This design comes from an exercise in tuning for small area and a short achievable clock period on the open sky130 flow, not from production work. Only simulation tests tie the RTL to the original design; equivalence was not proved. No activity file was given, so power comes from the tool's default toggle rates.

== pine ==
==> module ecg_encoder_top, before the edit <==
module ecg_encoder_top
(
	input  logic                     clk,
	input  logic                     rst_n,
	input  logic                     in_valid,		 
	input  logic                     data_active,
	input  logic                     group_skip,
	input  ecg_pkg::bits_req_t       bits_req,
	input  ecg_pkg::cpec_code_t      cpec_code,
	input  ecg_pkg::cpec_size_t      cpec_size,
	input  ecg_pkg::vec_prefix_t     vec_prefix,
	input  ecg_pkg::vec_len_t        vec_prefix_size,
	input  ecg_pkg::vec_suffix_t     vec_suffix,
	input  ecg_pkg::vec_len_t        vec_suffix_size,
	input  ecg_pkg::ecg_idx_t        ecg_idx,
	input  logic                     component_skip,
	input  logic                     underflow_prevention,
	input  ecg_pkg::stuffing_size_t  stuffing_size,
	input  ecg_pkg::sign_bits_t      sign_bits,
	input  ecg_pkg::sign_size_t      sign_bits_size,
	output ecg_pkg::ecg_word_t       encoded_ecg,
	output ecg_pkg::ecg_size_t       ecg_size,
	output logic                     ecg_valid
);
	localparam int W  = ecg_pkg::ECG_WIDTH;
	localparam int S  = 3;			 
	localparam int T  = 3;			 
	localparam int CW = 36 + (1 << S) - 1;	 
	localparam int TW = 15 + (1 << T) - 1;	 
	logic       gsf;		 
	logic       coded;		 
	logic       is_vec;		 
	logic       stuff_on;
	logic       sign_on;
	logic [5:0] code_len;		 
	logic [5:0] code_end;		 
	logic [5:0] total;
	assign is_vec   = (bits_req == 4'd1) || (bits_req == 4'd2);
	assign gsf      = data_active && group_skip;
	assign coded    = data_active && !group_skip && (bits_req != 4'd0) && (bits_req <= 4'd9);
	assign stuff_on = (ecg_idx != 2'd0) && underflow_prevention;
	assign sign_on  = (ecg_idx == 2'd3) && !component_skip;
	assign code_len  = is_vec ? 6'(vec_prefix_size) + 6'(vec_suffix_size) : cpec_size;
	assign code_end  = coded ? 6'(bits_req) + code_len : 6'd0;
	assign total     = code_end + 6'(coded || gsf) + (stuff_on ? 6'(stuffing_size) : 6'd0)
		+ (sign_on ? 6'(sign_bits_size) : 6'd0);
	logic [4:0]  suffix_keep;
	logic [13:0] vec_code;
	logic [35:0] code;
	assign suffix_keep = ~(5'h1f << vec_suffix_size);
	assign vec_code = (14'(vec_prefix) << vec_suffix_size) | 14'(vec_suffix & suffix_keep);
	assign code     = {cpec_code[35:14], is_vec ? vec_code : cpec_code[13:0]};
	logic [14:0] sign_field;
	always_comb
		for (int j = 0; j < 15; j++)
			sign_field[j] = (sign_on && (4'(j) < sign_bits_size)) ? ((j < 12) ? sign_bits[j] : 1'b0) : 1'b1;
	logic [CW-1:0] code_win;
	logic [TW-1:0] tail_win;
	always_comb
	begin
		logic [CW-1:0] c;
		logic [TW-1:0] t;
		c = {code, {((1 << S) - 1){1'b1}}};
		for (int b = 0; b < S; b++)
			if (code_end[b])
				c = c >> (1 << b);
		code_win = c;
		t = {sign_field, {((1 << T) - 1){1'b0}}};
		for (int b = 0; b < T; b++)
			if (total[b])
				t = ~(~t >> (1 << b));
		tail_win = t;
	end
	logic [CW-1:0] code_q;
	logic [5-S:0]  code_end_q;	 
	logic          coded_q;
	logic [3:0]    bits_req_q;
	logic [TW-1:0] tail_q;
	logic [5:0]    total_q;
	always_ff @(posedge clk or negedge rst_n)
	begin
		if (!rst_n)
			ecg_valid <= 1'b0;
		else
			ecg_valid <= in_valid;
	end
	always_ff @(posedge clk)
	begin
		code_q     <= code_win;
		code_end_q <= code_end[5:S];
		coded_q    <= coded;
		bits_req_q <= bits_req;
		tail_q     <= tail_win;
		total_q    <= total;
	end
	logic [W-1:0] lead_word;	 
	logic [W-1:0] tail_word;	 
	always_comb
	begin
		logic [CW+W-(1<<S):0] c;
		logic [W+TW+W-(1<<T):0] t;
		c = {code_q, {(W-(1 << S)){1'b1}}};
		for (int b = S; b < 6; b++)
			if (code_end_q[b-S])
				c = c >> (1 << b);
		lead_word = c[W-1:0];
		lead_word[W-1] = !coded_q;	 
		for (int p = 1; p < 10; p++)
			if (coded_q && (4'(p) <= bits_req_q))
				lead_word[W-1-p] = (4'(p) < bits_req_q);
		t = {{W{1'b1}}, tail_q, {(W-(1 << T)+1){1'b0}}};
		for (int b = T; b < 6; b++)
			if (total_q[b])
				t = ~(~t >> (1 << b));
		tail_word = t[W-1:0];
	end
	assign encoded_ecg = lead_word & tail_word;
	assign ecg_size    = total_q;
endmodule
clock: 6.5 ns
lec_check: 0
abc_area: 1
cap_margin: 20
core_margin: 2
core_utilization: 45
cts_buf_list: sky130_fd_sc_hd__clkbuf_8
gpl_timing_driven: 0
setup_slack_margin: 3.0
slew_margin: 20
standard.sh (not shown) runs the stock make flow with config.mk's settings and CLKGATE_MAP_FILE= SYNTH_SCRIPT=/design/flow/synth_recipe.tcl, a recipe that flattens the netlist after the stock synthesis.
==> flow/flow/run.sh <==
#!/bin/bash
set -euo pipefail
bash standard.sh "ADDER_MAP_FILE=" \
	"BUFFER_PORTS_ARGS=-buffer_cell sky130_fd_sc_hd__buf_1" \
	"CTS_ARGS=-sink_clustering_enable -repair_clock_nets -buf_list sky130_fd_sc_hd__clkbuf_8 -dont_use_dummy_load" \
	finish > make_finish.log 2>&1
#### Input delta (maple over pine)
diff --git a/flow/design.v b/flow/design.v
--- a/flow/design.v
+++ b/flow/design.v
@@ -62,22 +62,25 @@
 	logic       gsf;		 
 	logic       coded;		 
 	logic       is_vec;		 
 	logic       stuff_on;
 	logic       sign_on;
-	logic [5:0] code_len;		 
+	logic [5:0] end_cpec;		 
+	logic [5:0] end_vec;		 
+	logic [5:0] tail_len;		 
 	logic [5:0] code_end;		 
 	logic [5:0] total;
 	assign is_vec   = (bits_req == 4'd1) || (bits_req == 4'd2);
 	assign gsf      = data_active && group_skip;
 	assign coded    = data_active && !group_skip && (bits_req != 4'd0) && (bits_req <= 4'd9);
 	assign stuff_on = (ecg_idx != 2'd0) && underflow_prevention;
 	assign sign_on  = (ecg_idx == 2'd3) && !component_skip;
-	assign code_len  = is_vec ? 6'(vec_prefix_size) + 6'(vec_suffix_size) : cpec_size;
-	assign code_end  = coded ? 6'(bits_req) + code_len : 6'd0;
-	assign total     = code_end + 6'(coded || gsf) + (stuff_on ? 6'(stuffing_size) : 6'd0)
-		+ (sign_on ? 6'(sign_bits_size) : 6'd0);
+	assign end_cpec  = 6'(bits_req) + cpec_size;
+	assign end_vec   = 6'(bits_req) + 6'(vec_prefix_size) + 6'(vec_suffix_size);
+	assign code_end  = coded ? (is_vec ? end_vec : end_cpec) : 6'd0;
+	assign tail_len  = (stuff_on ? 6'(stuffing_size) : 6'd0) + (sign_on ? 6'(sign_bits_size) : 6'd0);
+	assign total     = code_end + tail_len + 6'(coded || gsf);
 	logic [4:0]  suffix_keep;
 	logic [13:0] vec_code;
 	logic [35:0] code;
 	assign suffix_keep = ~(5'h1f << vec_suffix_size);
 	assign vec_code = (14'(vec_prefix) << vec_suffix_size) | 14'(vec_suffix & suffix_keep);
[summary]
Total combinational power (maple over pine): decrease, about 0.7%
maple vs. pine: area enclosed by the die boundary went up; final cell count without fillers went up; number of stages on the worst setup path went down by 1; met1 global-route usage -1.2 points.

==> port drivers added, routing unchanged <==
No port has a modelled driver above. Below, the same layouts with a new extraction and two added sets of constraints. Step 1: set_driving_cell puts a clkbuf_16 on clk and a buf_2 on each other input, an assumption about the parent block. Step 2 moves the port delays by t, midway between the first and last clock arrival at a register: inputs arrive t later, outputs are due t later. That takes back most of the time a late clock gives input paths. a / b / c = ideal ports / drivers / drivers and shift; a / b = the first two.
| run | shift t [ns] | slack for setup (ns) | worst setup path after step 2 | worst register clock-pin slew, ns | pins driven straight from the clock port |
|---|---|---|---|---|---|
| pine | 0.371 | 3.054 / 3.018 / 2.856 | input to register | 0.08 / 0.08 | 1 |
| maple | 0.379 | 3.030 / 2.995 / 2.880 | input to register | 0.08 / 0.08 | 1 |
After both steps setup and hold are still met in every run listed. For pine, which loses most, drivers alone change the setup slack by -0.036 ns; drivers and shift together by -0.198 ns.
